Context: an optimization exercise on an open-source flow, tuned for small area, a short achievable clock period and few clock cycles per item. The choices shown serve that exercise and are no tape-out recipe.
Function was checked by simulation only, so behaviour that the tests miss may differ from the original.

==> flow/design.v, too long to show whole: its modules and the start of the top module <==
// module fp_unpack: 13 lines
// module fp_mul: 650 lines
// module fp_mul_round: 14 lines
// module fp_add: 36 lines
// module int_to_float: 24 lines
// module log2_tables: 64 lines
// module log2_cmul5: 40 lines
// module log2_seq: 207 lines
// module log2_top: 23 lines
module log2_top #(
  parameter int taylor_terms = 9
) (
  input  logic             clk,
  input  logic             arst_n,
  input  log2_pkg::float_t x,
  input  logic             start,
  output log2_pkg::float_t result,
  output logic             busy,
  output logic             done
);
  // ...
==> flow/flow/run.sh <==
#!/bin/bash
# Standard layout (the standard.sh, all ORFS steps) with two changes:
# synthesis maps adders to plain gates instead of extracting full and half
# adder cells (ADDER_MAP_FILE empty), so ABC sees whole arithmetic paths,
# and a larger setup margin for ORFS's timing repair.
set -euo pipefail
bash standard.sh ADDER_MAP_FILE= SETUP_SLACK_MARGIN=7 finish > standard.log 2>&1
==> flow/standard.sh <==
#!/bin/bash
# synth_recipe.tcl (not shown) runs the flow's synth.tcl, then flattens the netlist and writes it again
# the make line also repeats each setting of config.mk as NAME=value (left out here)
make -C /OpenROAD-flow-scripts/flow DESIGN_CONFIG=/design/flow/config.mk WORK_HOME=/design/flow/orfs CLKGATE_MAP_FILE= SYNTH_SCRIPT=/design/flow/synth_recipe.tcl "${@:-finish}"
==> flow/config.mk <==
export PLATFORM = sky130hd
export DESIGN_NAME = log2_top
export DESIGN_NICKNAME = log2_top
export VERILOG_FILES = /design/flow/design.v
export SDC_FILE = /design/flow/constraint.sdc
export NUM_CORES = 4
export LEC_CHECK = 0
export ABC_AREA = 1
export CAP_MARGIN = 20
export CORE_MARGIN = 2
export CORE_UTILIZATION = 40
export SETUP_SLACK_MARGIN = 5
export SLEW_MARGIN = 20
export TNS_END_PERCENT = 5
==> flow/constraint.sdc <==
create_clock -name core_clock -period 18.5 [get_ports {clk}]
set_input_delay 3.7000 -clock core_clock [delete_from_list [all_inputs] [get_ports {clk}]]
set_output_delay 3.7000 -clock core_clock [all_outputs]
set_load 0.01 [all_outputs]
==> summary.txt, run 1 <==
Global Route met3 Usage=0.0532; worst-path maximum fanout=43; top cells by area, synth=nand2_1, nand3_1, inv_1, edfxtp_1, nor2_1; number of cells on the worst reg-to-reg path=60; result of the run=complete, no violations; startpoint-to-endpoint class of the critical path=flop to flop; Non-clock buffers, area share=0.0320; CTS buffer count=9; fraction of the mapped netlist area in compound gates=0.122; maximum single-stage delay on the critical path=0.53 ns; met3 routed wirelength=16300 um; maximum buffer depth of the clock tree=2; setup slack, reg-to-reg=7.56 ns; layout buffer count excluding clock buffers=138; post-layout instance area=39500 um^2; final worst path period need=10.94 ns; area after detailed placement=38800 um^2; worst path required time=roughly 19 ns; non-filler cells, final=8897; Period Utilization, post-route=0.592; area of the die=around 96000 um^2; EDFF count, synth=71
Testbench counts, summed over its fixed seeds: cycles 29,876, items 2,560.
==> module fp_mul, before the edit <==
module fp_mul (
  input  logic [23:0] a,
  input  logic [18:0] b,
  input  logic [52:0] x,
  input  logic [23:0] x2,
  output logic [52:0] p
);
  logic [9:0] one, two, neg;
  logic [24:0] pp0;
  logic [24:0] pp1;
  logic [24:0] pp2;
  logic [24:0] pp3;
  logic [24:0] pp4;
  logic [24:0] pp5;
  logic [24:0] pp6;
  logic [24:0] pp7;
  logic [24:0] pp8;
  logic [24:0] pp9;
  logic [20:0] bx;
  logic [24:0] ax;
  logic s1, c2, s3, c4, s5, c6, s7, c8, s9, c10, s11, c12, s13, c14, s15, c16, s17, c18, s19, c20, s21, c22, s23, c24, s25, c26, s27, c28, s29, c30, s31, c32, s33, c34, s35, c36, s37, c38, s39, c40, s41, c42, s43, c44, s45, c46, s47, c48, s49, c50, s51, c52, s53, c54, s55, c56, s57, c58, s59, c60, s61, c62, s63, c64, s65, c66, s67, c68, s69, c70, s71, c72, s73, c74, s75, c76, s77, c78, s79, c80, s81, c82, s83, c84, s85, c86, s87, c88, s89, c90, s91, c92, s93, c94, s95, c96, s97, c98, s99, c100, s101, c102, s103, c104, s105, c106, s107, c108, s109, c110, s111, c112, s113, c114, s115, c116, s117, c118, s119, c120, s121, c122, s123, c124, s125, c126, s127, c128, s129, c130, s131, c132, s133, c134, s135, c136, s137, c138, s139, c140, s141, c142, s143, c144, s145, c146, s147, c148, s149, c150, s151, c152, s153, c154, s155, c156, s157, c158, s159, c160, s161, c162, s163, c164, s165, c166, s167, c168, s169, c170, s171, c172, s173, c174, s175, c176, s177, c178, s179, c180, s181, c182, s183, c184, s185, c186, s187, c188, s189, c190, s191, c192, s193, c194, s195, c196, s197, c198, s199, c200, s201, c202, s203, c204, s205, c206, s207, c208, s209, c210, s211, c212, s213, c214, s215, c216, s217, c218, s219, c220, s221, c222, s223, c224, s225, c226, s227, c228, s229, c230, s231, c232, s233, c234, s235, c236, s237, c238, s239, c240, s241, c242, s243, c244, s245, c246, s247, c248, s249, c250, s251, c252, s253, c254, s255, c256, s257, c258, s259, c260, s261, c262, s263, c264, s265, c266, s267, c268, s269, c270, s271, c272, s273, c274, s275, c276, s277, c278, s279, c280, s281, c282, s283, c284, s285, c286, s287, c288, s289, c290, s291, c292, s293, c294, s295, c296, s297, c298, s299, c300, s301, c302, s303, c304, s305, c306, s307, c308, s309, c310, s311, c312, s313, c314, s315, c316, s317, c318, s319, c320, s321, c322, s323, c324, s325, c326, s327, c328, s329, c330, s331, c332, s333, c334, s335, c336, s337, c338, s339, c340, s341, c342, s343, c344, s345, c346, s347, c348, s349, c350, s351, c352, s353, c354, s355, c356, s357, c358, s359, c360, s361, c362, s363, c364, s365, c366, s367, c368, s369, c370, s371, c372, s373, c374, s375, c376, s377, c378, s379, c380, s381, c382, s383, c384, s385, c386, s387, c388, s389, c390, s391, c392, s393, c394, s395, c396, s397, c398, s399, c400, s401, c402, s403, c404, s405, c406, s407, c408, s409, c410, s411, c412, s413, c414, s415, c416, s417, c418, s419, c420, s421, c422, s423, c424, s425, c426, s427, c428, s429, c430, s431, c432, s433, c434, s435, c436, s437, c438, s439, c440, s441, c442, s443, c444, s445, c446, s447, c448, s449, c450, s451, c452, s453, c454, s455, c456, s457, c458, s459, c460, s461, c462, s463, c464, s465, c466, s467, c468, s469, c470, s471, c472, s473, c474, s475, c476, s477, c478, s479, c480, s481, c482, s483, c484, s485, c486, s487, c488, s489, c490, s491, c492, s493, c494, s495, c496, s497, c498, s499, c500, s501, c502, s503, c504, s505, c506, s507, c508, s509, c510, s511, c512, s513, c514, s515, c516, s517, c518, s519, c520, s521, c522, s523, c524, s525, c526, s527, c528, s529, c530, s531, c532, s533, c534, s535, c536, s537, c538, s539, c540, s541, c542, s543, c544, s545, c546, s547, c548, s549, c550, s551, c552, s553, c554, s555, c556, s557, c558, s559, c560, s561, c562, s563, c564, s565, c566, s567, c568, s569, c570, s571, c572, s573, c574, s575, c576, s577, c578, s579, c580, s581, c582;
  logic [52:0] ra, rb;
  assign bx = {1'b0, b, 1'b0};   
  assign ax = {a, 1'b0};         
  assign one[0] = bx[1] ^ bx[0];
  assign two[0] = (bx[2] & ~bx[1] & ~bx[0]) | (~bx[2] & bx[1] & bx[0]);
  assign neg[0] = bx[2];
  assign one[1] = bx[3] ^ bx[2];
  assign two[1] = (bx[4] & ~bx[3] & ~bx[2]) | (~bx[4] & bx[3] & bx[2]);
  assign neg[1] = bx[4];
  assign one[2] = bx[5] ^ bx[4];
  assign two[2] = (bx[6] & ~bx[5] & ~bx[4]) | (~bx[6] & bx[5] & bx[4]);
  assign neg[2] = bx[6];
  assign one[3] = bx[7] ^ bx[6];
  assign two[3] = (bx[8] & ~bx[7] & ~bx[6]) | (~bx[8] & bx[7] & bx[6]);
  assign neg[3] = bx[8];
  assign one[4] = bx[9] ^ bx[8];
  assign two[4] = (bx[10] & ~bx[9] & ~bx[8]) | (~bx[10] & bx[9] & bx[8]);
  assign neg[4] = bx[10];
  assign one[5] = bx[11] ^ bx[10];
  assign two[5] = (bx[12] & ~bx[11] & ~bx[10]) | (~bx[12] & bx[11] & bx[10]);
  assign neg[5] = bx[12];
  assign one[6] = bx[13] ^ bx[12];
  assign two[6] = (bx[14] & ~bx[13] & ~bx[12]) | (~bx[14] & bx[13] & bx[12]);
  assign neg[6] = bx[14];
  assign one[7] = bx[15] ^ bx[14];
  assign two[7] = (bx[16] & ~bx[15] & ~bx[14]) | (~bx[16] & bx[15] & bx[14]);
  assign neg[7] = bx[16];
  assign one[8] = bx[17] ^ bx[16];
  assign two[8] = (bx[18] & ~bx[17] & ~bx[16]) | (~bx[18] & bx[17] & bx[16]);
  assign neg[8] = bx[18];
  assign one[9] = bx[19] ^ bx[18];
  assign two[9] = (bx[20] & ~bx[19] & ~bx[18]) | (~bx[20] & bx[19] & bx[18]);
  assign neg[9] = bx[20];
  assign pp0 = (({25{one[0]}} & {1'b0, a}) | ({25{two[0]}} & ax)) ^ {25{neg[0]}};
  assign pp1 = (({25{one[1]}} & {1'b0, a}) | ({25{two[1]}} & ax)) ^ {25{neg[1]}};
  assign pp2 = (({25{one[2]}} & {1'b0, a}) | ({25{two[2]}} & ax)) ^ {25{neg[2]}};
  assign pp3 = (({25{one[3]}} & {1'b0, a}) | ({25{two[3]}} & ax)) ^ {25{neg[3]}};
  assign pp4 = (({25{one[4]}} & {1'b0, a}) | ({25{two[4]}} & ax)) ^ {25{neg[4]}};
  assign pp5 = (({25{one[5]}} & {1'b0, a}) | ({25{two[5]}} & ax)) ^ {25{neg[5]}};
  assign pp6 = (({25{one[6]}} & {1'b0, a}) | ({25{two[6]}} & ax)) ^ {25{neg[6]}};
  assign pp7 = (({25{one[7]}} & {1'b0, a}) | ({25{two[7]}} & ax)) ^ {25{neg[7]}};
  assign pp8 = (({25{one[8]}} & {1'b0, a}) | ({25{two[8]}} & ax)) ^ {25{neg[8]}};
  assign pp9 = (({25{one[9]}} & {1'b0, a}) | ({25{two[9]}} & ax)) ^ {25{neg[9]}};
  assign s1 = pp0[12] ^ pp1[10];
  assign c2 = pp0[12] & pp1[10];
  assign s3 = pp0[13] ^ pp1[11];
  assign c4 = pp0[13] & pp1[11];
  assign s5 = pp0[14] ^ pp1[12] ^ pp2[10];
  assign c6 = (pp0[14] & pp1[12]) | (pp0[14] & pp2[10]) | (pp1[12] & pp2[10]);
  assign s7 = pp3[8] ^ pp4[6];
  assign c8 = pp3[8] & pp4[6];
  assign s9 = pp0[15] ^ pp1[13] ^ pp2[11];
  assign c10 = (pp0[15] & pp1[13]) | (pp0[15] & pp2[11]) | (pp1[13] & pp2[11]);
  assign s11 = pp3[9] ^ pp4[7];
  assign c12 = pp3[9] & pp4[7];
  assign s13 = pp0[16] ^ pp1[14] ^ pp2[12];
  assign c14 = (pp0[16] & pp1[14]) | (pp0[16] & pp2[12]) | (pp1[14] & pp2[12]);
  assign s15 = pp3[10] ^ pp4[8] ^ pp5[6];
  assign c16 = (pp3[10] & pp4[8]) | (pp3[10] & pp5[6]) | (pp4[8] & pp5[6]);
  assign s17 = pp6[4] ^ pp7[2];
  assign c18 = pp6[4] & pp7[2];
  assign s19 = pp0[17] ^ pp1[15] ^ pp2[13];
  assign c20 = (pp0[17] & pp1[15]) | (pp0[17] & pp2[13]) | (pp1[15] & pp2[13]);
  assign s21 = pp3[11] ^ pp4[9] ^ pp5[7];
  assign c22 = (pp3[11] & pp4[9]) | (pp3[11] & pp5[7]) | (pp4[9] & pp5[7]);
  assign s23 = pp6[5] ^ pp7[3];
  assign c24 = pp6[5] & pp7[3];
  assign s25 = pp0[18] ^ pp1[16] ^ pp2[14];
  assign c26 = (pp0[18] & pp1[16]) | (pp0[18] & pp2[14]) | (pp1[16] & pp2[14]);
  assign s27 = pp3[12] ^ pp4[10] ^ pp5[8];
  assign c28 = (pp3[12] & pp4[10]) | (pp3[12] & pp5[8]) | (pp4[10] & pp5[8]);
  assign s29 = pp6[6] ^ pp7[4] ^ pp8[2];
  assign c30 = (pp6[6] & pp7[4]) | (pp6[6] & pp8[2]) | (pp7[4] & pp8[2]);
  assign s31 = pp0[19] ^ pp1[17] ^ pp2[15];
  assign c32 = (pp0[19] & pp1[17]) | (pp0[19] & pp2[15]) | (pp1[17] & pp2[15]);
  assign s33 = pp3[13] ^ pp4[11] ^ pp5[9];
  assign c34 = (pp3[13] & pp4[11]) | (pp3[13] & pp5[9]) | (pp4[11] & pp5[9]);
  assign s35 = pp6[7] ^ pp7[5];
  assign c36 = pp6[7] & pp7[5];
  assign s37 = pp0[20] ^ pp1[18] ^ pp2[16];
  assign c38 = (pp0[20] & pp1[18]) | (pp0[20] & pp2[16]) | (pp1[18] & pp2[16]);
  assign s39 = pp3[14] ^ pp4[12] ^ pp5[10];
  assign c40 = (pp3[14] & pp4[12]) | (pp3[14] & pp5[10]) | (pp4[12] & pp5[10]);
  assign s41 = pp6[8] ^ pp7[6];
  assign c42 = pp6[8] & pp7[6];
  assign s43 = pp0[21] ^ pp1[19] ^ pp2[17];
  assign c44 = (pp0[21] & pp1[19]) | (pp0[21] & pp2[17]) | (pp1[19] & pp2[17]);
  assign s45 = pp3[15] ^ pp4[13] ^ pp5[11];
  assign c46 = (pp3[15] & pp4[13]) | (pp3[15] & pp5[11]) | (pp4[13] & pp5[11]);
  assign s47 = pp6[9] ^ pp7[7];
  assign c48 = pp6[9] & pp7[7];
  assign s49 = pp0[22] ^ pp1[20] ^ pp2[18];
  assign c50 = (pp0[22] & pp1[20]) | (pp0[22] & pp2[18]) | (pp1[20] & pp2[18]);
  assign s51 = pp3[16] ^ pp4[14] ^ pp5[12];
  assign c52 = (pp3[16] & pp4[14]) | (pp3[16] & pp5[12]) | (pp4[14] & pp5[12]);
  assign s53 = pp6[10] ^ pp7[8];
  assign c54 = pp6[10] & pp7[8];
  assign s55 = pp0[23] ^ pp1[21] ^ pp2[19];
  assign c56 = (pp0[23] & pp1[21]) | (pp0[23] & pp2[19]) | (pp1[21] & pp2[19]);
  assign s57 = pp3[17] ^ pp4[15] ^ pp5[13];
  assign c58 = (pp3[17] & pp4[15]) | (pp3[17] & pp5[13]) | (pp4[15] & pp5[13]);
  assign s59 = pp6[11] ^ pp7[9];
  assign c60 = pp6[11] & pp7[9];
  assign s61 = pp0[24] ^ pp1[22] ^ pp2[20];
  assign c62 = (pp0[24] & pp1[22]) | (pp0[24] & pp2[20]) | (pp1[22] & pp2[20]);
  assign s63 = pp3[18] ^ pp4[16] ^ pp5[14];
  assign c64 = (pp3[18] & pp4[16]) | (pp3[18] & pp5[14]) | (pp4[16] & pp5[14]);
  assign s65 = pp6[12] ^ pp7[10];
  assign c66 = pp6[12] & pp7[10];
  assign s67 = ~neg[0] ^ pp1[23] ^ pp2[21];
  assign c68 = (~neg[0] & pp1[23]) | (~neg[0] & pp2[21]) | (pp1[23] & pp2[21]);
  assign s69 = pp3[19] ^ pp4[17] ^ pp5[15];
  assign c70 = (pp3[19] & pp4[17]) | (pp3[19] & pp5[15]) | (pp4[17] & pp5[15]);
  assign s71 = pp6[13] ^ pp7[11] ^ pp8[9];
  assign c72 = (pp6[13] & pp7[11]) | (pp6[13] & pp8[9]) | (pp7[11] & pp8[9]);
  assign s73 = pp1[24] ^ pp2[22] ^ pp3[20];
  assign c74 = (pp1[24] & pp2[22]) | (pp1[24] & pp3[20]) | (pp2[22] & pp3[20]);
  assign s75 = pp4[18] ^ pp5[16] ^ pp6[14];
  assign c76 = (pp4[18] & pp5[16]) | (pp4[18] & pp6[14]) | (pp5[16] & pp6[14]);
  assign s77 = pp7[12] ^ pp8[10];
  assign c78 = pp7[12] & pp8[10];
  assign s79 = ~neg[1] ^ pp2[23] ^ pp3[21];
  assign c80 = (~neg[1] & pp2[23]) | (~neg[1] & pp3[21]) | (pp2[23] & pp3[21]);
  assign s81 = pp4[19] ^ pp5[17] ^ pp6[15];
  assign c82 = (pp4[19] & pp5[17]) | (pp4[19] & pp6[15]) | (pp5[17] & pp6[15]);
  assign s83 = pp2[24] ^ pp3[22] ^ pp4[20];
  assign c84 = (pp2[24] & pp3[22]) | (pp2[24] & pp4[20]) | (pp3[22] & pp4[20]);
  assign s85 = pp5[18] ^ pp6[16];
  assign c86 = pp5[18] & pp6[16];
  assign s87 = ~neg[2] ^ pp3[23] ^ pp4[21];
  assign c88 = (~neg[2] & pp3[23]) | (~neg[2] & pp4[21]) | (pp3[23] & pp4[21]);
  assign s89 = pp3[24] ^ pp4[22];
  assign c90 = pp3[24] & pp4[22];
  assign s91 = pp0[6] ^ pp1[4];
  assign c92 = pp0[6] & pp1[4];
  assign s93 = pp0[7] ^ pp1[5];
  assign c94 = pp0[7] & pp1[5];
  assign s95 = pp0[8] ^ pp1[6] ^ pp2[4];
  assign c96 = (pp0[8] & pp1[6]) | (pp0[8] & pp2[4]) | (pp1[6] & pp2[4]);
  assign s97 = pp3[2] ^ pp4[0];
  assign c98 = pp3[2] & pp4[0];
  assign s99 = pp0[9] ^ pp1[7] ^ pp2[5];
  assign c100 = (pp0[9] & pp1[7]) | (pp0[9] & pp2[5]) | (pp1[7] & pp2[5]);
  assign s101 = pp3[3] ^ pp4[1];
  assign c102 = pp3[3] & pp4[1];
  assign s103 = pp0[10] ^ pp1[8] ^ pp2[6];
  assign c104 = (pp0[10] & pp1[8]) | (pp0[10] & pp2[6]) | (pp1[8] & pp2[6]);
  assign s105 = pp3[4] ^ pp4[2] ^ pp5[0];
  assign c106 = (pp3[4] & pp4[2]) | (pp3[4] & pp5[0]) | (pp4[2] & pp5[0]);
  assign s107 = neg[5] ^ x[15];
  assign c108 = neg[5] & x[15];
  assign s109 = pp0[11] ^ pp1[9] ^ pp2[7];
  assign c110 = (pp0[11] & pp1[9]) | (pp0[11] & pp2[7]) | (pp1[9] & pp2[7]);
  assign s111 = pp3[5] ^ pp4[3] ^ pp5[1];
  assign c112 = (pp3[5] & pp4[3]) | (pp3[5] & pp5[1]) | (pp4[3] & pp5[1]);
  assign s113 = x[16] ^ x2[16];
  assign c114 = x[16] & x2[16];
  assign s115 = s1 ^ pp2[8] ^ pp3[6];
  assign c116 = (s1 & pp2[8]) | (s1 & pp3[6]) | (pp2[8] & pp3[6]);
  assign s117 = pp4[4] ^ pp5[2] ^ pp6[0];
  assign c118 = (pp4[4] & pp5[2]) | (pp4[4] & pp6[0]) | (pp5[2] & pp6[0]);
  assign s119 = neg[6] ^ x[17] ^ x2[17];
  assign c120 = (neg[6] & x[17]) | (neg[6] & x2[17]) | (x[17] & x2[17]);
  assign s121 = s3 ^ pp2[9] ^ pp3[7];
  assign c122 = (s3 & pp2[9]) | (s3 & pp3[7]) | (pp2[9] & pp3[7]);
  assign s123 = pp4[5] ^ pp5[3] ^ pp6[1];
  assign c124 = (pp4[5] & pp5[3]) | (pp4[5] & pp6[1]) | (pp5[3] & pp6[1]);
  assign s125 = x[18] ^ x2[18] ^ c2;
  assign c126 = (x[18] & x2[18]) | (x[18] & c2) | (x2[18] & c2);
  assign s127 = s5 ^ s7 ^ pp5[4];
  assign c128 = (s5 & s7) | (s5 & pp5[4]) | (s7 & pp5[4]);
  assign s129 = pp6[2] ^ pp7[0] ^ neg[7];
  assign c130 = (pp6[2] & pp7[0]) | (pp6[2] & neg[7]) | (pp7[0] & neg[7]);
  assign s131 = x[19] ^ x2[19] ^ c4;
  assign c132 = (x[19] & x2[19]) | (x[19] & c4) | (x2[19] & c4);
  assign s133 = s9 ^ s11 ^ pp5[5];
  assign c134 = (s9 & s11) | (s9 & pp5[5]) | (s11 & pp5[5]);
  assign s135 = pp6[3] ^ pp7[1] ^ x[20];
  assign c136 = (pp6[3] & pp7[1]) | (pp6[3] & x[20]) | (pp7[1] & x[20]);
  assign s137 = x2[20] ^ c6 ^ c8;
  assign c138 = (x2[20] & c6) | (x2[20] & c8) | (c6 & c8);
  assign s139 = s13 ^ s15 ^ s17;
  assign c140 = (s13 & s15) | (s13 & s17) | (s15 & s17);
  assign s141 = pp8[0] ^ neg[8] ^ x[21];
  assign c142 = (pp8[0] & neg[8]) | (pp8[0] & x[21]) | (neg[8] & x[21]);
  assign s143 = x2[21] ^ c10 ^ c12;
  assign c144 = (x2[21] & c10) | (x2[21] & c12) | (c10 & c12);
  assign s145 = s19 ^ s21 ^ s23;
  assign c146 = (s19 & s21) | (s19 & s23) | (s21 & s23);
  assign s147 = pp8[1] ^ x[22] ^ x2[22];
  assign c148 = (pp8[1] & x[22]) | (pp8[1] & x2[22]) | (x[22] & x2[22]);
  assign s149 = c14 ^ c16 ^ c18;
  assign c150 = (c14 & c16) | (c14 & c18) | (c16 & c18);
  assign s151 = s25 ^ s27 ^ s29;
  assign c152 = (s25 & s27) | (s25 & s29) | (s27 & s29);
  assign s153 = pp9[0] ^ x[23] ^ x2[23];
  assign c154 = (pp9[0] & x[23]) | (pp9[0] & x2[23]) | (x[23] & x2[23]);
  assign s155 = c20 ^ c22 ^ c24;
  assign c156 = (c20 & c22) | (c20 & c24) | (c22 & c24);
  assign s157 = s31 ^ s33 ^ s35;
  assign c158 = (s31 & s33) | (s31 & s35) | (s33 & s35);
  assign s159 = pp8[3] ^ pp9[1] ^ x[24];
  assign c160 = (pp8[3] & pp9[1]) | (pp8[3] & x[24]) | (pp9[1] & x[24]);
  assign s161 = c26 ^ c28 ^ c30;
  assign c162 = (c26 & c28) | (c26 & c30) | (c28 & c30);
  assign s163 = s37 ^ s39 ^ s41;
  assign c164 = (s37 & s39) | (s37 & s41) | (s39 & s41);
  assign s165 = pp8[4] ^ pp9[2] ^ x[25];
  assign c166 = (pp8[4] & pp9[2]) | (pp8[4] & x[25]) | (pp9[2] & x[25]);
  assign s167 = c32 ^ c34 ^ c36;
  assign c168 = (c32 & c34) | (c32 & c36) | (c34 & c36);
  assign s169 = s43 ^ s45 ^ s47;
  assign c170 = (s43 & s45) | (s43 & s47) | (s45 & s47);
  assign s171 = pp8[5] ^ pp9[3] ^ x[26];
  assign c172 = (pp8[5] & pp9[3]) | (pp8[5] & x[26]) | (pp9[3] & x[26]);
  assign s173 = c38 ^ c40 ^ c42;
  assign c174 = (c38 & c40) | (c38 & c42) | (c40 & c42);
  assign s175 = s49 ^ s51 ^ s53;
  assign c176 = (s49 & s51) | (s49 & s53) | (s51 & s53);
  assign s177 = pp8[6] ^ pp9[4] ^ x[27];
  assign c178 = (pp8[6] & pp9[4]) | (pp8[6] & x[27]) | (pp9[4] & x[27]);
  assign s179 = c44 ^ c46 ^ c48;
  assign c180 = (c44 & c46) | (c44 & c48) | (c46 & c48);
  assign s181 = s55 ^ s57 ^ s59;
  assign c182 = (s55 & s57) | (s55 & s59) | (s57 & s59);
  assign s183 = pp8[7] ^ pp9[5] ^ x[28];
  assign c184 = (pp8[7] & pp9[5]) | (pp8[7] & x[28]) | (pp9[5] & x[28]);
  assign s185 = c50 ^ c52 ^ c54;
  assign c186 = (c50 & c52) | (c50 & c54) | (c52 & c54);
  assign s187 = s61 ^ s63 ^ s65;
  assign c188 = (s61 & s63) | (s61 & s65) | (s63 & s65);
  assign s189 = pp8[8] ^ pp9[6] ^ x[29];
  assign c190 = (pp8[8] & pp9[6]) | (pp8[8] & x[29]) | (pp9[6] & x[29]);
  assign s191 = c56 ^ c58 ^ c60;
  assign c192 = (c56 & c58) | (c56 & c60) | (c58 & c60);
  assign s193 = s67 ^ s69 ^ s71;
  assign c194 = (s67 & s69) | (s67 & s71) | (s69 & s71);
  assign s195 = pp9[7] ^ x[30] ^ 1'b1;
  assign c196 = (pp9[7] & x[30]) | (pp9[7] & 1'b1) | (x[30] & 1'b1);
  assign s197 = c62 ^ c64 ^ c66;
  assign c198 = (c62 & c64) | (c62 & c66) | (c64 & c66);
  assign s199 = s73 ^ s75 ^ s77;
  assign c200 = (s73 & s75) | (s73 & s77) | (s75 & s77);
  assign s201 = pp9[8] ^ x[31] ^ 1'b1;
  assign c202 = (pp9[8] & x[31]) | (pp9[8] & 1'b1) | (x[31] & 1'b1);
  assign s203 = c68 ^ c70 ^ c72;
  assign c204 = (c68 & c70) | (c68 & c72) | (c70 & c72);
  assign s205 = s79 ^ s81 ^ pp7[13];
  assign c206 = (s79 & s81) | (s79 & pp7[13]) | (s81 & pp7[13]);
  assign s207 = pp8[11] ^ pp9[9] ^ x[32];
  assign c208 = (pp8[11] & pp9[9]) | (pp8[11] & x[32]) | (pp9[9] & x[32]);
  assign s209 = c74 ^ c76 ^ c78;
  assign c210 = (c74 & c76) | (c74 & c78) | (c76 & c78);
  assign s211 = s83 ^ s85 ^ pp7[14];
  assign c212 = (s83 & s85) | (s83 & pp7[14]) | (s85 & pp7[14]);
  assign s213 = pp8[12] ^ pp9[10] ^ x[33];
  assign c214 = (pp8[12] & pp9[10]) | (pp8[12] & x[33]) | (pp9[10] & x[33]);
  assign s215 = 1'b1 ^ c80 ^ c82;
  assign c216 = (1'b1 & c80) | (1'b1 & c82) | (c80 & c82);
  assign s217 = s87 ^ pp5[19] ^ pp6[17];
  assign c218 = (s87 & pp5[19]) | (s87 & pp6[17]) | (pp5[19] & pp6[17]);
  assign s219 = pp7[15] ^ pp8[13] ^ pp9[11];
  assign c220 = (pp7[15] & pp8[13]) | (pp7[15] & pp9[11]) | (pp8[13] & pp9[11]);
  assign s221 = x[34] ^ c84 ^ c86;
  assign c222 = (x[34] & c84) | (x[34] & c86) | (c84 & c86);
  assign s223 = s89 ^ pp5[20] ^ pp6[18];
  assign c224 = (s89 & pp5[20]) | (s89 & pp6[18]) | (pp5[20] & pp6[18]);
  assign s225 = pp7[16] ^ pp8[14] ^ pp9[12];
  assign c226 = (pp7[16] & pp8[14]) | (pp7[16] & pp9[12]) | (pp8[14] & pp9[12]);
  assign s227 = x[35] ^ 1'b1 ^ c88;
  assign c228 = (x[35] & 1'b1) | (x[35] & c88) | (1'b1 & c88);
  assign s229 = ~neg[3] ^ pp4[23] ^ pp5[21];
  assign c230 = (~neg[3] & pp4[23]) | (~neg[3] & pp5[21]) | (pp4[23] & pp5[21]);
  assign s231 = pp6[19] ^ pp7[17] ^ pp8[15];
  assign c232 = (pp6[19] & pp7[17]) | (pp6[19] & pp8[15]) | (pp7[17] & pp8[15]);
  assign s233 = pp9[13] ^ x[36] ^ c90;
  assign c234 = (pp9[13] & x[36]) | (pp9[13] & c90) | (x[36] & c90);
  assign s235 = pp4[24] ^ pp5[22] ^ pp6[20];
  assign c236 = (pp4[24] & pp5[22]) | (pp4[24] & pp6[20]) | (pp5[22] & pp6[20]);
  assign s237 = pp7[18] ^ pp8[16] ^ pp9[14];
  assign c238 = (pp7[18] & pp8[16]) | (pp7[18] & pp9[14]) | (pp8[16] & pp9[14]);
  assign s239 = x[37] ^ 1'b1;
  assign c240 = x[37] & 1'b1;
  assign s241 = ~neg[4] ^ pp5[23] ^ pp6[21];
  assign c242 = (~neg[4] & pp5[23]) | (~neg[4] & pp6[21]) | (pp5[23] & pp6[21]);
  assign s243 = pp7[19] ^ pp8[17] ^ pp9[15];
  assign c244 = (pp7[19] & pp8[17]) | (pp7[19] & pp9[15]) | (pp8[17] & pp9[15]);
  assign s245 = pp5[24] ^ pp6[22] ^ pp7[20];
  assign c246 = (pp5[24] & pp6[22]) | (pp5[24] & pp7[20]) | (pp6[22] & pp7[20]);
  assign s247 = pp8[18] ^ pp9[16];
  assign c248 = pp8[18] & pp9[16];
  assign s249 = ~neg[5] ^ pp6[23] ^ pp7[21];
  assign c250 = (~neg[5] & pp6[23]) | (~neg[5] & pp7[21]) | (pp6[23] & pp7[21]);
  assign s251 = pp6[24] ^ pp7[22];
  assign c252 = pp6[24] & pp7[22];
  assign s253 = pp0[2] ^ pp1[0];
  assign c254 = pp0[2] & pp1[0];
  assign s255 = pp0[3] ^ pp1[1];
  assign c256 = pp0[3] & pp1[1];
  assign s257 = pp0[4] ^ pp1[2] ^ pp2[0];
  assign c258 = (pp0[4] & pp1[2]) | (pp0[4] & pp2[0]) | (pp1[2] & pp2[0]);
  assign s259 = neg[2] ^ x[9];
  assign c260 = neg[2] & x[9];
  assign s261 = pp0[5] ^ pp1[3] ^ pp2[1];
  assign c262 = (pp0[5] & pp1[3]) | (pp0[5] & pp2[1]) | (pp1[3] & pp2[1]);
  assign s263 = x[10] ^ x2[10];
  assign c264 = x[10] & x2[10];
  assign s265 = s91 ^ pp2[2] ^ pp3[0];
  assign c266 = (s91 & pp2[2]) | (s91 & pp3[0]) | (pp2[2] & pp3[0]);
  assign s267 = neg[3] ^ x[11] ^ x2[11];
  assign c268 = (neg[3] & x[11]) | (neg[3] & x2[11]) | (x[11] & x2[11]);
  assign s269 = s93 ^ pp2[3] ^ pp3[1];
  assign c270 = (s93 & pp2[3]) | (s93 & pp3[1]) | (pp2[3] & pp3[1]);
  assign s271 = x[12] ^ x2[12] ^ c92;
  assign c272 = (x[12] & x2[12]) | (x[12] & c92) | (x2[12] & c92);
  assign s273 = s95 ^ s97 ^ neg[4];
  assign c274 = (s95 & s97) | (s95 & neg[4]) | (s97 & neg[4]);
  assign s275 = x[13] ^ x2[13] ^ c94;
  assign c276 = (x[13] & x2[13]) | (x[13] & c94) | (x2[13] & c94);
  assign s277 = s99 ^ s101 ^ x[14];
  assign c278 = (s99 & s101) | (s99 & x[14]) | (s101 & x[14]);
  assign s279 = x2[14] ^ c96 ^ c98;
  assign c280 = (x2[14] & c96) | (x2[14] & c98) | (c96 & c98);
  assign s281 = s103 ^ s105 ^ s107;
  assign c282 = (s103 & s105) | (s103 & s107) | (s105 & s107);
  assign s283 = x2[15] ^ c100 ^ c102;
  assign c284 = (x2[15] & c100) | (x2[15] & c102) | (c100 & c102);
  assign s285 = s109 ^ s111 ^ s113;
  assign c286 = (s109 & s111) | (s109 & s113) | (s111 & s113);
  assign s287 = c104 ^ c106 ^ c108;
  assign c288 = (c104 & c106) | (c104 & c108) | (c106 & c108);
  assign s289 = s115 ^ s117 ^ s119;
  assign c290 = (s115 & s117) | (s115 & s119) | (s117 & s119);
  assign s291 = c110 ^ c112 ^ c114;
  assign c292 = (c110 & c112) | (c110 & c114) | (c112 & c114);
  assign s293 = s121 ^ s123 ^ s125;
  assign c294 = (s121 & s123) | (s121 & s125) | (s123 & s125);
  assign s295 = c116 ^ c118 ^ c120;
  assign c296 = (c116 & c118) | (c116 & c120) | (c118 & c120);
  assign s297 = s127 ^ s129 ^ s131;
  assign c298 = (s127 & s129) | (s127 & s131) | (s129 & s131);
  assign s299 = c122 ^ c124 ^ c126;
  assign c300 = (c122 & c124) | (c122 & c126) | (c124 & c126);
  assign s301 = s133 ^ s135 ^ s137;
  assign c302 = (s133 & s135) | (s133 & s137) | (s135 & s137);
  assign s303 = c128 ^ c130 ^ c132;
  assign c304 = (c128 & c130) | (c128 & c132) | (c130 & c132);
  assign s305 = s139 ^ s141 ^ s143;
  assign c306 = (s139 & s141) | (s139 & s143) | (s141 & s143);
  assign s307 = c134 ^ c136 ^ c138;
  assign c308 = (c134 & c136) | (c134 & c138) | (c136 & c138);
  assign s309 = s145 ^ s147 ^ s149;
  assign c310 = (s145 & s147) | (s145 & s149) | (s147 & s149);
  assign s311 = c140 ^ c142 ^ c144;
  assign c312 = (c140 & c142) | (c140 & c144) | (c142 & c144);
  assign s313 = s151 ^ s153 ^ s155;
  assign c314 = (s151 & s153) | (s151 & s155) | (s153 & s155);
  assign s315 = c146 ^ c148 ^ c150;
  assign c316 = (c146 & c148) | (c146 & c150) | (c148 & c150);
  assign s317 = s157 ^ s159 ^ s161;
  assign c318 = (s157 & s159) | (s157 & s161) | (s159 & s161);
  assign s319 = c152 ^ c154 ^ c156;
  assign c320 = (c152 & c154) | (c152 & c156) | (c154 & c156);
  assign s321 = s163 ^ s165 ^ s167;
  assign c322 = (s163 & s165) | (s163 & s167) | (s165 & s167);
  assign s323 = c158 ^ c160 ^ c162;
  assign c324 = (c158 & c160) | (c158 & c162) | (c160 & c162);
  assign s325 = s169 ^ s171 ^ s173;
  assign c326 = (s169 & s171) | (s169 & s173) | (s171 & s173);
  assign s327 = c164 ^ c166 ^ c168;
  assign c328 = (c164 & c166) | (c164 & c168) | (c166 & c168);
  assign s329 = s175 ^ s177 ^ s179;
  assign c330 = (s175 & s177) | (s175 & s179) | (s177 & s179);
  assign s331 = c170 ^ c172 ^ c174;
  assign c332 = (c170 & c172) | (c170 & c174) | (c172 & c174);
  assign s333 = s181 ^ s183 ^ s185;
  assign c334 = (s181 & s183) | (s181 & s185) | (s183 & s185);
  assign s335 = c176 ^ c178 ^ c180;
  assign c336 = (c176 & c178) | (c176 & c180) | (c178 & c180);
  assign s337 = s187 ^ s189 ^ s191;
  assign c338 = (s187 & s189) | (s187 & s191) | (s189 & s191);
  assign s339 = c182 ^ c184 ^ c186;
  assign c340 = (c182 & c184) | (c182 & c186) | (c184 & c186);
  assign s341 = s193 ^ s195 ^ s197;
  assign c342 = (s193 & s195) | (s193 & s197) | (s195 & s197);
  assign s343 = c188 ^ c190 ^ c192;
  assign c344 = (c188 & c190) | (c188 & c192) | (c190 & c192);
  assign s345 = s199 ^ s201 ^ s203;
  assign c346 = (s199 & s201) | (s199 & s203) | (s201 & s203);
  assign s347 = c194 ^ c196 ^ c198;
  assign c348 = (c194 & c196) | (c194 & c198) | (c196 & c198);
  assign s349 = s205 ^ s207 ^ s209;
  assign c350 = (s205 & s207) | (s205 & s209) | (s207 & s209);
  assign s351 = c200 ^ c202 ^ c204;
  assign c352 = (c200 & c202) | (c200 & c204) | (c202 & c204);
  assign s353 = s211 ^ s213 ^ s215;
  assign c354 = (s211 & s213) | (s211 & s215) | (s213 & s215);
  assign s355 = c206 ^ c208 ^ c210;
  assign c356 = (c206 & c208) | (c206 & c210) | (c208 & c210);
  assign s357 = s217 ^ s219 ^ s221;
  assign c358 = (s217 & s219) | (s217 & s221) | (s219 & s221);
  assign s359 = c212 ^ c214 ^ c216;
  assign c360 = (c212 & c214) | (c212 & c216) | (c214 & c216);
  assign s361 = s223 ^ s225 ^ s227;
  assign c362 = (s223 & s225) | (s223 & s227) | (s225 & s227);
  assign s363 = c218 ^ c220 ^ c222;
  assign c364 = (c218 & c220) | (c218 & c222) | (c220 & c222);
  assign s365 = s229 ^ s231 ^ s233;
  assign c366 = (s229 & s231) | (s229 & s233) | (s231 & s233);
  assign s367 = c224 ^ c226 ^ c228;
  assign c368 = (c224 & c226) | (c224 & c228) | (c226 & c228);
  assign s369 = s235 ^ s237 ^ s239;
  assign c370 = (s235 & s237) | (s235 & s239) | (s237 & s239);
  assign s371 = c230 ^ c232 ^ c234;
  assign c372 = (c230 & c232) | (c230 & c234) | (c232 & c234);
  assign s373 = s241 ^ s243 ^ x[38];
  assign c374 = (s241 & s243) | (s241 & x[38]) | (s243 & x[38]);
  assign s375 = c236 ^ c238 ^ c240;
  assign c376 = (c236 & c238) | (c236 & c240) | (c238 & c240);
  assign s377 = s245 ^ s247 ^ x[39];
  assign c378 = (s245 & s247) | (s245 & x[39]) | (s247 & x[39]);
  assign s379 = 1'b1 ^ c242 ^ c244;
  assign c380 = (1'b1 & c242) | (1'b1 & c244) | (c242 & c244);
  assign s381 = s249 ^ pp8[19] ^ pp9[17];
  assign c382 = (s249 & pp8[19]) | (s249 & pp9[17]) | (pp8[19] & pp9[17]);
  assign s383 = x[40] ^ c246 ^ c248;
  assign c384 = (x[40] & c246) | (x[40] & c248) | (c246 & c248);
  assign s385 = s251 ^ pp8[20] ^ pp9[18];
  assign c386 = (s251 & pp8[20]) | (s251 & pp9[18]) | (pp8[20] & pp9[18]);
  assign s387 = x[41] ^ 1'b1 ^ c250;
  assign c388 = (x[41] & 1'b1) | (x[41] & c250) | (1'b1 & c250);
  assign s389 = ~neg[6] ^ pp7[23] ^ pp8[21];
  assign c390 = (~neg[6] & pp7[23]) | (~neg[6] & pp8[21]) | (pp7[23] & pp8[21]);
  assign s391 = pp9[19] ^ x[42] ^ c252;
  assign c392 = (pp9[19] & x[42]) | (pp9[19] & c252) | (x[42] & c252);
  assign s393 = pp7[24] ^ pp8[22] ^ pp9[20];
  assign c394 = (pp7[24] & pp8[22]) | (pp7[24] & pp9[20]) | (pp8[22] & pp9[20]);
  assign s395 = x[43] ^ 1'b1;
  assign c396 = x[43] & 1'b1;
  assign s397 = ~neg[7] ^ pp8[23] ^ pp9[21];
  assign c398 = (~neg[7] & pp8[23]) | (~neg[7] & pp9[21]) | (pp8[23] & pp9[21]);
  assign s399 = pp8[24] ^ pp9[22];
  assign c400 = pp8[24] & pp9[22];
  assign s401 = pp0[0] ^ neg[0];
  assign c402 = pp0[0] & neg[0];
  assign s403 = pp0[1] ^ x[6];
  assign c404 = pp0[1] & x[6];
  assign s405 = s253 ^ neg[1] ^ x[7];
  assign c406 = (s253 & neg[1]) | (s253 & x[7]) | (neg[1] & x[7]);
  assign s407 = s255 ^ x[8] ^ x2[8];
  assign c408 = (s255 & x[8]) | (s255 & x2[8]) | (x[8] & x2[8]);
  assign s409 = s257 ^ s259 ^ x2[9];
  assign c410 = (s257 & s259) | (s257 & x2[9]) | (s259 & x2[9]);
  assign s411 = s261 ^ s263 ^ c258;
  assign c412 = (s261 & s263) | (s261 & c258) | (s263 & c258);
  assign s413 = s265 ^ s267 ^ c262;
  assign c414 = (s265 & s267) | (s265 & c262) | (s267 & c262);
  assign s415 = s269 ^ s271 ^ c266;
  assign c416 = (s269 & s271) | (s269 & c266) | (s271 & c266);
  assign s417 = s273 ^ s275 ^ c270;
  assign c418 = (s273 & s275) | (s273 & c270) | (s275 & c270);
  assign s419 = s277 ^ s279 ^ c274;
  assign c420 = (s277 & s279) | (s277 & c274) | (s279 & c274);
  assign s421 = s281 ^ s283 ^ c278;
  assign c422 = (s281 & s283) | (s281 & c278) | (s283 & c278);
  assign s423 = s285 ^ s287 ^ c282;
  assign c424 = (s285 & s287) | (s285 & c282) | (s287 & c282);
  assign s425 = s289 ^ s291 ^ c286;
  assign c426 = (s289 & s291) | (s289 & c286) | (s291 & c286);
  assign s427 = s293 ^ s295 ^ c290;
  assign c428 = (s293 & s295) | (s293 & c290) | (s295 & c290);
  assign s429 = s297 ^ s299 ^ c294;
  assign c430 = (s297 & s299) | (s297 & c294) | (s299 & c294);
  assign s431 = s301 ^ s303 ^ c298;
  assign c432 = (s301 & s303) | (s301 & c298) | (s303 & c298);
  assign s433 = s305 ^ s307 ^ c302;
  assign c434 = (s305 & s307) | (s305 & c302) | (s307 & c302);
  assign s435 = s309 ^ s311 ^ c306;
  assign c436 = (s309 & s311) | (s309 & c306) | (s311 & c306);
  assign s437 = s313 ^ s315 ^ c310;
  assign c438 = (s313 & s315) | (s313 & c310) | (s315 & c310);
  assign s439 = s317 ^ s319 ^ c314;
  assign c440 = (s317 & s319) | (s317 & c314) | (s319 & c314);
  assign s441 = s321 ^ s323 ^ c318;
  assign c442 = (s321 & s323) | (s321 & c318) | (s323 & c318);
  assign s443 = s325 ^ s327 ^ c322;
  assign c444 = (s325 & s327) | (s325 & c322) | (s327 & c322);
  assign s445 = s329 ^ s331 ^ c326;
  assign c446 = (s329 & s331) | (s329 & c326) | (s331 & c326);
  assign s447 = s333 ^ s335 ^ c330;
  assign c448 = (s333 & s335) | (s333 & c330) | (s335 & c330);
  assign s449 = s337 ^ s339 ^ c334;
  assign c450 = (s337 & s339) | (s337 & c334) | (s339 & c334);
  assign s451 = s341 ^ s343 ^ c338;
  assign c452 = (s341 & s343) | (s341 & c338) | (s343 & c338);
  assign s453 = s345 ^ s347 ^ c342;
  assign c454 = (s345 & s347) | (s345 & c342) | (s347 & c342);
  assign s455 = s349 ^ s351 ^ c346;
  assign c456 = (s349 & s351) | (s349 & c346) | (s351 & c346);
  assign s457 = s353 ^ s355 ^ c350;
  assign c458 = (s353 & s355) | (s353 & c350) | (s355 & c350);
  assign s459 = s357 ^ s359 ^ c354;
  assign c460 = (s357 & s359) | (s357 & c354) | (s359 & c354);
  assign s461 = s361 ^ s363 ^ c358;
  assign c462 = (s361 & s363) | (s361 & c358) | (s363 & c358);
  assign s463 = s365 ^ s367 ^ c362;
  assign c464 = (s365 & s367) | (s365 & c362) | (s367 & c362);
  assign s465 = s369 ^ s371 ^ c366;
  assign c466 = (s369 & s371) | (s369 & c366) | (s371 & c366);
  assign s467 = s373 ^ s375 ^ c370;
  assign c468 = (s373 & s375) | (s373 & c370) | (s375 & c370);
  assign s469 = s377 ^ s379 ^ c374;
  assign c470 = (s377 & s379) | (s377 & c374) | (s379 & c374);
  assign s471 = s381 ^ s383 ^ c378;
  assign c472 = (s381 & s383) | (s381 & c378) | (s383 & c378);
  assign s473 = s385 ^ s387 ^ c382;
  assign c474 = (s385 & s387) | (s385 & c382) | (s387 & c382);
  assign s475 = s389 ^ s391 ^ c386;
  assign c476 = (s389 & s391) | (s389 & c386) | (s391 & c386);
  assign s477 = s393 ^ s395 ^ c390;
  assign c478 = (s393 & s395) | (s393 & c390) | (s395 & c390);
  assign s479 = s397 ^ x[44] ^ c394;
  assign c480 = (s397 & x[44]) | (s397 & c394) | (x[44] & c394);
  assign s481 = s399 ^ x[45] ^ 1'b1;
  assign c482 = (s399 & x[45]) | (s399 & 1'b1) | (x[45] & 1'b1);
  assign s483 = ~neg[8] ^ pp9[23] ^ x[46];
  assign c484 = (~neg[8] & pp9[23]) | (~neg[8] & x[46]) | (pp9[23] & x[46]);
  assign s485 = pp9[24] ^ x[47];
  assign c486 = pp9[24] & x[47];
  assign s487 = s401 ^ x[5];
  assign c488 = s401 & x[5];
  assign s489 = s403 ^ x2[6] ^ c402;
  assign c490 = (s403 & x2[6]) | (s403 & c402) | (x2[6] & c402);
  assign s491 = s405 ^ x2[7] ^ c404;
  assign c492 = (s405 & x2[7]) | (s405 & c404) | (x2[7] & c404);
  assign s493 = s407 ^ c254 ^ c406;
  assign c494 = (s407 & c254) | (s407 & c406) | (c254 & c406);
  assign s495 = s409 ^ c256 ^ c408;
  assign c496 = (s409 & c256) | (s409 & c408) | (c256 & c408);
  assign s497 = s411 ^ c260 ^ c410;
  assign c498 = (s411 & c260) | (s411 & c410) | (c260 & c410);
  assign s499 = s413 ^ c264 ^ c412;
  assign c500 = (s413 & c264) | (s413 & c412) | (c264 & c412);
  assign s501 = s415 ^ c268 ^ c414;
  assign c502 = (s415 & c268) | (s415 & c414) | (c268 & c414);
  assign s503 = s417 ^ c272 ^ c416;
  assign c504 = (s417 & c272) | (s417 & c416) | (c272 & c416);
  assign s505 = s419 ^ c276 ^ c418;
  assign c506 = (s419 & c276) | (s419 & c418) | (c276 & c418);
  assign s507 = s421 ^ c280 ^ c420;
  assign c508 = (s421 & c280) | (s421 & c420) | (c280 & c420);
  assign s509 = s423 ^ c284 ^ c422;
  assign c510 = (s423 & c284) | (s423 & c422) | (c284 & c422);
  assign s511 = s425 ^ c288 ^ c424;
  assign c512 = (s425 & c288) | (s425 & c424) | (c288 & c424);
  assign s513 = s427 ^ c292 ^ c426;
  assign c514 = (s427 & c292) | (s427 & c426) | (c292 & c426);
  assign s515 = s429 ^ c296 ^ c428;
  assign c516 = (s429 & c296) | (s429 & c428) | (c296 & c428);
  assign s517 = s431 ^ c300 ^ c430;
  assign c518 = (s431 & c300) | (s431 & c430) | (c300 & c430);
  assign s519 = s433 ^ c304 ^ c432;
  assign c520 = (s433 & c304) | (s433 & c432) | (c304 & c432);
  assign s521 = s435 ^ c308 ^ c434;
  assign c522 = (s435 & c308) | (s435 & c434) | (c308 & c434);
  assign s523 = s437 ^ c312 ^ c436;
  assign c524 = (s437 & c312) | (s437 & c436) | (c312 & c436);
  assign s525 = s439 ^ c316 ^ c438;
  assign c526 = (s439 & c316) | (s439 & c438) | (c316 & c438);
  assign s527 = s441 ^ c320 ^ c440;
  assign c528 = (s441 & c320) | (s441 & c440) | (c320 & c440);
  assign s529 = s443 ^ c324 ^ c442;
  assign c530 = (s443 & c324) | (s443 & c442) | (c324 & c442);
  assign s531 = s445 ^ c328 ^ c444;
  assign c532 = (s445 & c328) | (s445 & c444) | (c328 & c444);
  assign s533 = s447 ^ c332 ^ c446;
  assign c534 = (s447 & c332) | (s447 & c446) | (c332 & c446);
  assign s535 = s449 ^ c336 ^ c448;
  assign c536 = (s449 & c336) | (s449 & c448) | (c336 & c448);
  assign s537 = s451 ^ c340 ^ c450;
  assign c538 = (s451 & c340) | (s451 & c450) | (c340 & c450);
  assign s539 = s453 ^ c344 ^ c452;
  assign c540 = (s453 & c344) | (s453 & c452) | (c344 & c452);
  assign s541 = s455 ^ c348 ^ c454;
  assign c542 = (s455 & c348) | (s455 & c454) | (c348 & c454);
  assign s543 = s457 ^ c352 ^ c456;
  assign c544 = (s457 & c352) | (s457 & c456) | (c352 & c456);
  assign s545 = s459 ^ c356 ^ c458;
  assign c546 = (s459 & c356) | (s459 & c458) | (c356 & c458);
  assign s547 = s461 ^ c360 ^ c460;
  assign c548 = (s461 & c360) | (s461 & c460) | (c360 & c460);
  assign s549 = s463 ^ c364 ^ c462;
  assign c550 = (s463 & c364) | (s463 & c462) | (c364 & c462);
  assign s551 = s465 ^ c368 ^ c464;
  assign c552 = (s465 & c368) | (s465 & c464) | (c368 & c464);
  assign s553 = s467 ^ c372 ^ c466;
  assign c554 = (s467 & c372) | (s467 & c466) | (c372 & c466);
  assign s555 = s469 ^ c376 ^ c468;
  assign c556 = (s469 & c376) | (s469 & c468) | (c376 & c468);
  assign s557 = s471 ^ c380 ^ c470;
  assign c558 = (s471 & c380) | (s471 & c470) | (c380 & c470);
  assign s559 = s473 ^ c384 ^ c472;
  assign c560 = (s473 & c384) | (s473 & c472) | (c384 & c472);
  assign s561 = s475 ^ c388 ^ c474;
  assign c562 = (s475 & c388) | (s475 & c474) | (c388 & c474);
  assign s563 = s477 ^ c392 ^ c476;
  assign c564 = (s477 & c392) | (s477 & c476) | (c392 & c476);
  assign s565 = s479 ^ c396 ^ c478;
  assign c566 = (s479 & c396) | (s479 & c478) | (c396 & c478);
  assign s567 = s481 ^ c398 ^ c480;
  assign c568 = (s481 & c398) | (s481 & c480) | (c398 & c480);
  assign s569 = s483 ^ c400 ^ c482;
  assign c570 = (s483 & c400) | (s483 & c482) | (c400 & c482);
  assign s571 = s485 ^ 1'b1 ^ c484;
  assign c572 = (s485 & 1'b1) | (s485 & c484) | (1'b1 & c484);
  assign s573 = x[48] ^ 1'b1 ^ c486;
  assign c574 = (x[48] & 1'b1) | (x[48] & c486) | (1'b1 & c486);
  assign s575 = x[49] ^ 1'b1;
  assign c576 = x[49] & 1'b1;
  assign s577 = x[50] ^ 1'b1;
  assign c578 = x[50] & 1'b1;
  assign s579 = x[51] ^ 1'b1;
  assign c580 = x[51] & 1'b1;
  assign s581 = x[52] ^ 1'b1;
  assign c582 = x[52] & 1'b1;
  assign ra = {s581, s579, s577, s575, s573, s571, s569, s567, s565, s563, s561, s559, s557, s555, s553, s551, s549, s547, s545, s543, s541, s539, s537, s535, s533, s531, s529, s527, s525, s523, s521, s519, s517, s515, s513, s511, s509, s507, s505, s503, s501, s499, s497, s495, s493, s491, s489, s487, x[4], x[3], x[2], x[1], x[0]};
  assign rb = {c580, c578, c576, c574, c572, c570, c568, c566, c564, c562, c560, c558, c556, c554, c552, c550, c548, c546, c544, c542, c540, c538, c536, c534, c532, c530, c528, c526, c524, c522, c520, c518, c516, c514, c512, c510, c508, c506, c504, c502, c500, c498, c496, c494, c492, c490, c488, x2[5], x2[4], x2[3], x2[2], x2[1], x2[0]};
  assign p = ra + rb;
endmodule
==> run 2, diff against run 1 <==
--- a/flow/design.v
+++ b/flow/design.v
@@ -45,33 +45,33 @@
   end
 endmodule
 `timescale 1ns/1ps
 module fp_mul (
   input  logic [23:0] a,
   input  logic [18:0] b,
   input  logic [52:0] x,
   input  logic [23:0] x2,
-  output logic [52:0] p
+  output logic [52:0] ra,     
+  output logic [52:0] rb      
 );
   logic [9:0] one, two, neg;
   logic [24:0] pp0;
   logic [24:0] pp1;
   logic [24:0] pp2;
   logic [24:0] pp3;
   logic [24:0] pp4;
   logic [24:0] pp5;
   logic [24:0] pp6;
   logic [24:0] pp7;
   logic [24:0] pp8;
   logic [24:0] pp9;
   logic [20:0] bx;
   logic [24:0] ax;
   logic s1, c2, s3, c4, s5, c6, s7, c8, s9, c10, s11, c12, s13, c14, s15, c16, s17, c18, s19, c20, s21, c22, s23, c24, s25, c26, s27, c28, s29, c30, s31, c32, s33, c34, s35, c36, s37, c38, s39, c40, s41, c42, s43, c44, s45, c46, s47, c48, s49, c50, s51, c52, s53, c54, s55, c56, s57, c58, s59, c60, s61, c62, s63, c64, s65, c66, s67, c68, s69, c70, s71, c72, s73, c74, s75, c76, s77, c78, s79, c80, s81, c82, s83, c84, s85, c86, s87, c88, s89, c90, s91, c92, s93, c94, s95, c96, s97, c98, s99, c100, s101, c102, s103, c104, s105, c106, s107, c108, s109, c110, s111, c112, s113, c114, s115, c116, s117, c118, s119, c120, s121, c122, s123, c124, s125, c126, s127, c128, s129, c130, s131, c132, s133, c134, s135, c136, s137, c138, s139, c140, s141, c142, s143, c144, s145, c146, s147, c148, s149, c150, s151, c152, s153, c154, s155, c156, s157, c158, s159, c160, s161, c162, s163, c164, s165, c166, s167, c168, s169, c170, s171, c172, s173, c174, s175, c176, s177, c178, s179, c180, s181, c182, s183, c184, s185, c186, s187, c188, s189, c190, s191, c192, s193, c194, s195, c196, s197, c198, s199, c200, s201, c202, s203, c204, s205, c206, s207, c208, s209, c210, s211, c212, s213, c214, s215, c216, s217, c218, s219, c220, s221, c222, s223, c224, s225, c226, s227, c228, s229, c230, s231, c232, s233, c234, s235, c236, s237, c238, s239, c240, s241, c242, s243, c244, s245, c246, s247, c248, s249, c250, s251, c252, s253, c254, s255, c256, s257, c258, s259, c260, s261, c262, s263, c264, s265, c266, s267, c268, s269, c270, s271, c272, s273, c274, s275, c276, s277, c278, s279, c280, s281, c282, s283, c284, s285, c286, s287, c288, s289, c290, s291, c292, s293, c294, s295, c296, s297, c298, s299, c300, s301, c302, s303, c304, s305, c306, s307, c308, s309, c310, s311, c312, s313, c314, s315, c316, s317, c318, s319, c320, s321, c322, s323, c324, s325, c326, s327, c328, s329, c330, s331, c332, s333, c334, s335, c336, s337, c338, s339, c340, s341, c342, s343, c344, s345, c346, s347, c348, s349, c350, s351, c352, s353, c354, s355, c356, s357, c358, s359, c360, s361, c362, s363, c364, s365, c366, s367, c368, s369, c370, s371, c372, s373, c374, s375, c376, s377, c378, s379, c380, s381, c382, s383, c384, s385, c386, s387, c388, s389, c390, s391, c392, s393, c394, s395, c396, s397, c398, s399, c400, s401, c402, s403, c404, s405, c406, s407, c408, s409, c410, s411, c412, s413, c414, s415, c416, s417, c418, s419, c420, s421, c422, s423, c424, s425, c426, s427, c428, s429, c430, s431, c432, s433, c434, s435, c436, s437, c438, s439, c440, s441, c442, s443, c444, s445, c446, s447, c448, s449, c450, s451, c452, s453, c454, s455, c456, s457, c458, s459, c460, s461, c462, s463, c464, s465, c466, s467, c468, s469, c470, s471, c472, s473, c474, s475, c476, s477, c478, s479, c480, s481, c482, s483, c484, s485, c486, s487, c488, s489, c490, s491, c492, s493, c494, s495, c496, s497, c498, s499, c500, s501, c502, s503, c504, s505, c506, s507, c508, s509, c510, s511, c512, s513, c514, s515, c516, s517, c518, s519, c520, s521, c522, s523, c524, s525, c526, s527, c528, s529, c530, s531, c532, s533, c534, s535, c536, s537, c538, s539, c540, s541, c542, s543, c544, s545, c546, s547, c548, s549, c550, s551, c552, s553, c554, s555, c556, s557, c558, s559, c560, s561, c562, s563, c564, s565, c566, s567, c568, s569, c570, s571, c572, s573, c574, s575, c576, s577, c578, s579, c580, s581, c582;
-  logic [52:0] ra, rb;
   assign bx = {1'b0, b, 1'b0};   
   assign ax = {a, 1'b0};         
   assign one[0] = bx[1] ^ bx[0];
   assign two[0] = (bx[2] & ~bx[1] & ~bx[0]) | (~bx[2] & bx[1] & bx[0]);
   assign neg[0] = bx[2];
   assign one[1] = bx[3] ^ bx[2];
   assign two[1] = (bx[4] & ~bx[3] & ~bx[2]) | (~bx[4] & bx[3] & bx[2]);
   assign neg[1] = bx[4];
@@ -688,17 +688,16 @@
   assign s577 = x[50] ^ 1'b1;
   assign c578 = x[50] & 1'b1;
   assign s579 = x[51] ^ 1'b1;
   assign c580 = x[51] & 1'b1;
   assign s581 = x[52] ^ 1'b1;
   assign c582 = x[52] & 1'b1;
   assign ra = {s581, s579, s577, s575, s573, s571, s569, s567, s565, s563, s561, s559, s557, s555, s553, s551, s549, s547, s545, s543, s541, s539, s537, s535, s533, s531, s529, s527, s525, s523, s521, s519, s517, s515, s513, s511, s509, s507, s505, s503, s501, s499, s497, s495, s493, s491, s489, s487, x[4], x[3], x[2], x[1], x[0]};
   assign rb = {c580, c578, c576, c574, c572, c570, c568, c566, c564, c562, c560, c558, c556, c554, c552, c550, c548, c546, c544, c542, c540, c538, c536, c534, c532, c530, c528, c526, c524, c522, c520, c518, c516, c514, c512, c510, c508, c506, c504, c502, c500, c498, c496, c494, c492, c490, c488, x2[5], x2[4], x2[3], x2[2], x2[1], x2[0]};
-  assign p = ra + rb;
 endmodule
 module fp_mul_round (
   input  logic [47:0] prod,
   output logic [25:0] r
 );
   logic nb, inc0, inc1;
   logic [25:0] sum;
   always_comb begin
@@ -922,30 +921,32 @@
     .recip_k   (recip_k),
     .ln_val    (ln_val)
   );
   log2_cmul5 u_cm5 (
     .lo (acc[4:0]),
     .y  (cm5)
   );
   logic [23:0] mul_a;
-  logic [52:0] mul_x, mul_p;
+  logic [52:0] mul_x, mul_p, mul_ra, mul_rb;
   logic [23:0] mul_x2;
   always_comb begin
     mul_a = s_sc ? (log2_pkg::fp_inv_ln2[23:0] | 24'h800000) : {1'b1, acc[22:0]};
     mul_x = s_red ? {recip_k, 24'b0} : s_sc ? {24'b0, cm5} : '0;
     mul_x2 = !accr ? '0 : s_sc ? (log2_pkg::fp_inv_ln2[23:0] | 24'h800000) : {tb, 5'b0};
   end
   fp_mul u_mul (
     .a (mul_a),
     .b (tb),
     .x (mul_x),
     .x2(mul_x2),
-    .p (mul_p)
+    .ra(mul_ra),
+    .rb(mul_rb)
   );
+  assign mul_p = mul_ra + mul_rb;
   logic [25:0] pr;
   logic        p_zero;
   logic [9:0]  p_ebase;    
   fp_mul_round u_rnd (
     .prod (mul_p[47:0]),
     .r    (pr)
   );
   always_comb begin
==> flow/flow/run.sh (replaced) <==
#!/bin/bash
# The standard layout (standard.sh, all ORFS steps) with two changes:
# - synthesis keeps the multiplier tree (module fp_mul) apart until the end
#   and extracts full/half adder cells only there, so that ABC maps all the
#   logic after the tree (carry-propagate adder, rounding, alignment, add,
#   normalisation) as one network and sees its whole depth; the standard flow's
#   synthesis script is otherwise unchanged (synth -nofsm -noshare, flatten,
#   rename), so the registers are the standard synthesis's;
# - a larger setup margin for ORFS's timing repair.
# Each tool's output goes to standard.log here and to ORFS's own logs.
set -euo pipefail
here=$(pwd)
sed 's/^  extract_fa {\*}\[dont_use_extract_fa_args\]$/  extract_fa {*}[dont_use_extract_fa_args] fp_mul/' \
  "$FLOW_HOME/scripts/synth.tcl" > "$here/synth_fa.tcl"
grep -q 'extract_fa {\*}\[dont_use_extract_fa_args\] fp_mul' "$here/synth_fa.tcl"
sed "s#source \$::env(SCRIPTS_DIR)/synth.tcl#source $here/synth_fa.tcl#" synth_recipe.tcl > "$here/synth_recipe_fa.tcl"
grep -q "source $here/synth_fa.tcl" "$here/synth_recipe_fa.tcl"
bash standard.sh SYNTH_SCRIPT="$here/synth_recipe_fa.tcl" SYNTH_KEEP_MODULES=fp_mul \
  SETUP_SLACK_MARGIN=7 finish > standard.log 2>&1
==> summary.txt, run 2 <==
leading cell type by number of instances after synthesis=nand2_1; first-pass iteration count of the detailed router=9; Seq/Total Area, Yosys=0.0673; initial antenna violation count=1; top cells by area, synth=nand2_1, fa_1, inv_1, nand3_1, edfxtp_1; CTS buffer count=9 (unchanged); number of warning messages in the yosys log=5; total standard cell area after synthesis=35400 um^2; number of remaining DRC errors=0; total number of vias=about 42000; CTS Hold Bufs=0; Main synth FF type=edfxtp_1; final worst clock skew=around 0.0081 ns; maximum single-stage delay on the critical path=0.57 ns (+0.04 ns); std cell rows=109; area of the die=90900 um^2 (-5.6%); most frequent cells in the layout=nand2_1, inv_1, nand3_1; Routability Congestion=~1.1; post-route ant nets=0; final setup vio count=0; Fin. Hold Viols=0; mean number of vias per cell=5.86; worst-path maximum fanout=29 (-33%); cell types with the highest counts after synthesis=nand2_1, inv_1, nand3_1, nor2_1, o21ai_0; Crit. End Element=flop; share of Yosys cell area claimed by the top area cell type=0.205; cell occurring most often along the worst timing path=nand2_1; Die Wd=302 um; syn avg cell area=5.77 um^2; non-filler cells, final=7148 (-20%); TritonCTS clock tree=done; max cap viols=0; result of the run=complete, no violations; CTS sink count=81; area after detailed placement=35500 um^2 (-8.6%); via count of the first global-routing pass=a little under 40000; maximum buffer depth of the clock tree=2 (unchanged); input/output buffers=68; startpoint-to-endpoint class of the critical path=flop to flop; top-level I/O count=69; sum of routed wire length over all layers=around 160000 um; Period Utilization, post-route=0.595 (+0.00342); detailed placer's ending HPWL=126000 um; leading cell type in the layout, fill and taps excluded=nand2_1; maximum number of pins on one net before global-route repair=48; core region area=88100 um^2; post-synthesis register bit count=81; placed instance count=7040; clock-pin slew on the worst setup and hold paths=0.07 ns; biggest registers after layout=u_seq.acc: 32 flops, u_seq.tb: 19 flops, u_seq.e: 9 flops; final worst path period need=11.01 ns (+0.0633 ns); grt ovf=0; DR WL/cell=22.9 um; Synth cell types=about 90; layout filler cell count=approximately 9700; maximum clock rate=just over 90 MHz; global router's overall resource usage=0.346; proportion of register bits with asynchronous set or reset after synthesis=0.123; wire length of the first global-routing pass=roughly 240000 um; Setup Total Neg Slack=0 ns; layout cell share with drive strength beyond 1=0.0970; clk latency of the worst-skew pair=0.38 ns; cell with the largest stage delay on the worst path=fa_1; Clock Root Buffer=clkbuf_16; worst-margin pin slew=around 1.1 ns; cell type contributing the most total cell area after synthesis=nand2_1; worst slack after detailed placement=4.96 ns; count of final max-slew check failures=0; synthesis-to-finish area growth=6.60%; setup repair after global routing missed its margin=true; worst-case setup margin in the final layout=around 7.5 ns; nets@finish=6295; CP Data Arrival Time=about 11 ns; post-layout instance area=37700 um^2 (-4.4%); H-Tree Depth=3; post-synthesis cell count=6135; worst slew margin relative to its limit=0.234; initial core utilization=0.402; number of design-rule violations left by the first detailed-router iteration=around 5000; kind of start point of the critical path=flop; register with the most flip-flops=u_seq.acc; flip-flop count of the largest register after layout=32; Die Y=302 um; worst path required time=18.63 ns (+0.02 ns); worst hold path class=flop to flop; EDFF count, synth=71 (unchanged)
[run 2: critical path: cells and delay by family, from the launching register on]
kind	cells	cell delay [ns]
and+or+nand+nor	32	4.30
adders and majority gates	5	2.68
buffers and inverters	11	1.91
AOI/OAI and AO/OA	7	1.26
DFF	1	0.39
xor gates and xnor gates	1	0.17
[run 2: cells by family after synthesis]
family	after synthesis	share of synthesized area
AOI/OAI and AO/OA	1006	0.172
adders and majority gates	284	0.152
and+or+nand+nor	3316	0.404
DFF	81	0.0673
xor gates and xnor gates	140	0.0355
other	2	0.000212
buffers and inverters	1306	0.170
[run 2: area by class of cell]
cell class	count	area, um^2	share of cell area
inverters	923	3710	0.0983
repair inverters	5	32.5	0.000862
well taps	1165	1460	0.0386
clock buffers	9	225	0.00597
flip-flops and latches	81	2380	0.0632
multi-input cells	4757	27800	0.737
repair buffers	199	2060	0.0545
clock inverters	7	67.6	0.00179
diodes	2	5.00	0.000133
[run 2: per-module statistics from Yosys, one instance, submodules excluded]
module | area (um^2) | flops+latches
fp_mul | 13600 | 0
log2_top | 21900 | 81
[run 2: layer usage]
layer | wire (um) | up-vias | GRT usage
met1 | 61800 | 19400 | 0.431
met5 | 0 | - | 0
met4 | 12100 | 0 | 0.199
met2 | 72200 | 2578 | 0.560
li1 | - | 19300 | -
met3 | 17600 | 589 | 0.0620
[run 2: per-stage QoR]
step,hold slack [ns],utilization
floorplan,0.488,-
global placement,0.584,0.403
detailed placement,0.588,0.403
CTS,0.599,0.412
global route,0.614,0.428
finish,0.607,0.428
[run 2: timing repair]
item                                    CTS  global route
pin swaps                                 5            24
setup buffers                            10            63
cloned                                    6            10
resized for setup                       105           189
hold endpoints to repair                  0             0
endpoints found under the setup margin   62            58
[run 2: worst paths after layout]
check | start | end | slack [ns] | cells past startpoint
worst max-delay path | u_seq.tb[3] | u_seq.acc[8] | 7.49 | 56
min in group asynchronous | arst_n | u_seq.st[3] | 3.73 | 1
max in group asynchronous | arst_n | u_seq.st[3] | 14.30 | 1
worst min register to register | u_seq.cnt[2] | u_seq.st[2] | 0.61 | 1
worst min-delay path | u_seq.cnt[2] | u_seq.st[2] | 0.61 | 1
worst max register to register | u_seq.tb[3] | u_seq.acc[8] | 7.49 | 56
Testbench counts of run 2, summed over its fixed seeds: cycles 29,876, items 2,560.

[separate check: timing with driven ports]
Ports are ideal in the flow. The routed layouts listed here were re-timed in OpenROAD. Step 1: set_driving_cell puts a clkbuf_16 on clk and a buf_2 on each other input, an assumption about the parent block. Step 2 adds t to the input delays and takes it off the output delays; t is the mean of the earliest and latest rising clock arrival at the registers after step 1. Input paths then give back, and output paths get back, about the clock's delay inside the block. Three values: ideal, step 1, step 2; two values: the first two.
run | shift t [ns] | setup WS [ns] | latest minus earliest clock arrival (ns)
run 1 | 0.428 | 7.557 / 7.557 / 7.557 | 0.015 / 0.015
run 2 | 0.425 | 7.494 / 7.494 / 7.494 | 0.008 / 0.008
After both steps setup and hold are still met in every run listed.
